From an optimization exercise on the open Yosys and OpenROAD flow, aimed at a short achievable clock period and few clock cycles per item; shortcuts taken in it are not production practice. Only simulation tests tie the RTL to the original design; equivalence was not proved. No activity file was given, so power comes from the tool's default toggle rates.

==> flow/design.v <==
`timescale 1ns/1ps
`default_nettype none
package fetch_pkg;
    localparam int WORD      = 32;
    localparam int HALF_WORD = 16;
    typedef enum logic {
        RUN_PIPELINE   = 1'b0,
        STALL_PIPELINE = 1'b1
    } stall_pipeline_sig;
    typedef enum logic {
        KEEP_PIPELINE  = 1'b0,
        FLUSH_PIPELINE = 1'b1
    } flush_pipeline_sig;
    typedef logic [3:0] opcode_t;
    localparam opcode_t OP_HALT = 4'd15;
    typedef struct packed {
        opcode_t    opcode;
        logic [3:0] rd;
        logic [3:0] rs1;
        logic [3:0] rs2;
    } r_form_t;
    typedef struct packed {
        opcode_t    opcode;
        logic [3:0] rd;
        logic [7:0] imm;
    } i_form_t;
    typedef union packed {
        r_form_t r_form;
        i_form_t i_form;
    } instr_t;
endpackage
`default_nettype wire
`timescale 1ns/1ps
`default_nettype none
module instruction_ram #(
    parameter int MEM_DEPTH = 512,
    parameter int AW        = 9,
    parameter int DW        = 17
) (
    input  logic          clk_i,
    input  logic          we_i,
    input  logic [AW-1:0] waddr_i,
    input  logic [DW-1:0] wdata_i,
    input  logic [AW-1:0] raddr1_i,
    input  logic [AW-1:0] raddr2_i,
    output logic [DW-1:0] rdata1_o,
    output logic [DW-1:0] rdata2_o
);
    logic [DW-1:0] mem [MEM_DEPTH];
    always_ff @(posedge clk_i) begin
        if (we_i) begin
            mem[waddr_i] <= wdata_i;
        end
    end
    assign rdata1_o = mem[raddr1_i];
    assign rdata2_o = mem[raddr2_i];
endmodule
`default_nettype wire
`timescale 1ns/1ps
`timescale 1ns/1ps
`timescale 1ns/1ps
`timescale 1ns/1ps
`timescale 1ns/1ps
`default_nettype none
module fetch_unit #(
    parameter int MEM_DEPTH = 512
) (
    input  logic                            clk_i,
    input  logic                            reset_i,
    input  logic                            start_i,
    input  logic                            stall_i,
    input  logic                            redirect_i,
    input  logic [fetch_pkg::WORD-1:0]      redirect_pc_i,
    input  logic                            prog_we_i,
    input  logic [fetch_pkg::WORD-1:0]      prog_addr_i,
    input  logic [fetch_pkg::HALF_WORD-1:0] prog_data_i,
    output logic                            valid_o,
    output logic [fetch_pkg::WORD-1:0]      pc_o,
    output fetch_pkg::opcode_t              opcode_o,
    output logic [3:0]                      rd_o,
    output logic [3:0]                      rs1_o,
    output logic [3:0]                      rs2_o,
    output logic [7:0]                      imm_o,
    output logic                            halted_o
);
    localparam int AW = 9;
    localparam int DW = 17;
    typedef enum logic [1:0] {
        IDLE   = 2'd0,
        RUN    = 2'd1,
        HALTED = 2'd2
    } state_t;
    state_t state;
    logic [15:0] o_word;
    logic        o_iform;
    assign opcode_o = o_word[15:12];
    assign rd_o     = o_word[11:8];
    assign rs1_o    = o_iform ? 4'd0 : o_word[7:4];
    assign rs2_o    = o_iform ? 4'd0 : o_word[3:0];
    assign imm_o    = o_iform ? o_word[7:0] : 8'd0;
    function automatic logic is_iform(input logic [3:0] op);
        is_iform = (op >= 4'd8) && (op <= 4'd14);
    endfunction
    logic [AW-1:0] o_tgt;
    logic [AW-1:0] seq_slot;
    logic          restart;
    logic [31:0]   restart_pc;
    logic [DW-1:0] seq_rd, tgt_rd;
    logic          w_pend;
    logic [AW-1:0] w_slot;
    logic [15:0]   w_data;
    always_ff @(posedge clk_i) begin
        w_pend <= !reset_i && (state == IDLE) && prog_we_i;
        w_slot <= prog_addr_i[AW:1];
        w_data <= prog_data_i;
    end
    instruction_ram #(
        .MEM_DEPTH(MEM_DEPTH),
        .AW       (AW),
        .DW       (DW)
    ) u_instruction_ram (
        .clk_i    (clk_i),
        .we_i     (w_pend),
        .waddr_i  (w_slot),
        .wdata_i  ({is_iform(w_data[15:12]), w_data}),
        .raddr1_i (seq_slot),
        .raddr2_i (o_tgt),
        .rdata1_o (seq_rd),
        .rdata2_o (tgt_rd)
    );
    logic running, issue, halt_take, hit, tgt_eq, load_o;
    assign running   = (state == RUN);
    assign issue     = running && valid_o && !stall_i;
    assign halt_take = issue && (o_word[15:12] == fetch_pkg::OP_HALT);
    assign tgt_eq    = (redirect_pc_i[AW:1] == o_tgt);
    assign hit       = valid_o && tgt_eq;
    assign load_o    = redirect_i || !stall_i || restart || idle;
    logic idle, fast_start;
    assign idle       = (state == IDLE);
    assign fast_start = !prog_we_i && !(w_pend && w_slot == '0);
    logic [AW-1:0] seq_slot_d;
    logic          seq_slot_en;
    always_comb begin
        seq_slot_en = 1'b0;
        seq_slot_d  = seq_slot + AW'(1);
        if (reset_i || idle) begin
            seq_slot_en = 1'b1;
            seq_slot_d  = (!reset_i && start_i && fast_start) ? AW'(1) : '0;
        end else if (running && !halt_take) begin
            if (redirect_i) begin
                seq_slot_en = 1'b1;
                seq_slot_d  = hit ? o_tgt + AW'(1) : redirect_pc_i[AW:1];
            end else if (issue || (restart && !w_pend)) begin
                seq_slot_en = 1'b1;
            end
        end
    end
    always_ff @(posedge clk_i) begin
        if (seq_slot_en) begin
            seq_slot    <= seq_slot_d;
        end
    end
    always_ff @(posedge clk_i) begin
        if (reset_i) begin
            state    <= IDLE;
            valid_o  <= 1'b0;
            halted_o <= 1'b0;
            restart  <= 1'b0;
            restart_pc <= '0;
        end else begin
            case (state)
                IDLE: begin
                    restart_pc <= '0;
                    if (start_i) begin
                        state   <= RUN;
                        valid_o <= fast_start;
                        restart <= !fast_start;
                    end
                end
                RUN: begin
                    if (halt_take) begin
                        state    <= HALTED;
                        valid_o  <= 1'b0;
                        halted_o <= 1'b1;
                    end else if (redirect_i) begin
                        valid_o    <= hit;
                        restart    <= !hit;
                        restart_pc <= redirect_pc_i;
                    end else if (issue || (restart && !w_pend)) begin
                        valid_o  <= 1'b1;
                        restart  <= 1'b0;
                    end
                end
                default: begin
                    state <= HALTED;
                end
            endcase
        end
    end
    always_ff @(posedge clk_i) begin
        if (load_o) begin
            if (redirect_i) begin
                pc_o   <= redirect_pc_i;
                o_word  <= tgt_rd[15:0];
                o_iform <= tgt_rd[16];
                o_tgt  <= o_tgt + {tgt_rd[7], tgt_rd[7:0]};
            end else begin
                pc_o   <= (restart || idle) ? restart_pc : pc_o + 32'd2;
                o_word  <= seq_rd[15:0];
                o_iform <= seq_rd[16];
                o_tgt  <= seq_slot + {seq_rd[7], seq_rd[7:0]};
            end
        end
    end
endmodule
`default_nettype wire
clock: 8.0 ns
lec_check: 0
cap_margin: 40
core_margin: 2
core_utilization: 30
place_density: 0.35
setup_slack_margin: 4.3
slew_margin: 40
synth_memory_max_bits: 16384
tns_end_percent: 100
run.sh (not shown) runs the stock make flow with config.mk's settings and CLKGATE_MAP_FILE= SYNTH_SCRIPT=/design/flow/synth_recipe.tcl, a recipe that flattens the netlist after the stock synthesis.
The baseline finished clean.
Testbench counts at the start, summed over its fixed seeds: cycles 8,290, items 7,224.
Edit:
CAP_MARGIN = 20   (was 40)
CORE_UTILIZATION = 40   (was 30)
PLACE_DENSITY = 0.5   (was 0.35)
SLEW_MARGIN = 20   (was 40)
Result: Clock power goes down by roughly a tenth. Wire length goes down by about a fifth. Total power goes down by a few percent.

separate check: timing with driven ports:
How much do the figures lean on ideal ports? The routed layouts below were timed once more, with nothing changed but the port constraints. Step 1 assumes that a clkbuf_16 drives the clock port and a buf_2 every other input. Step 2 adds t to the input delays and takes it off the output delays; t is the mean of the earliest and latest rising clock arrival at the registers after step 1. Input paths then give back, and output paths get back, about the clock's delay inside the block. Three values: ideal, step 1, step 2; two values: the first two.
run	t (ns)	setup WS [ns]	hold slack, ns	latest minus earliest clock arrival (ns)	worst slew at a driven data input, ns
the first run	1.468	2.222 / 2.222 / 2.222	0.461 / 0.461 / 0.461	0.124 / 0.125	0.14
the second run	1.397	1.935 / 1.935 / 1.935	0.461 / 0.461 / 0.461	0.150 / 0.150	0.10
After both steps setup and hold are still met in every run listed.
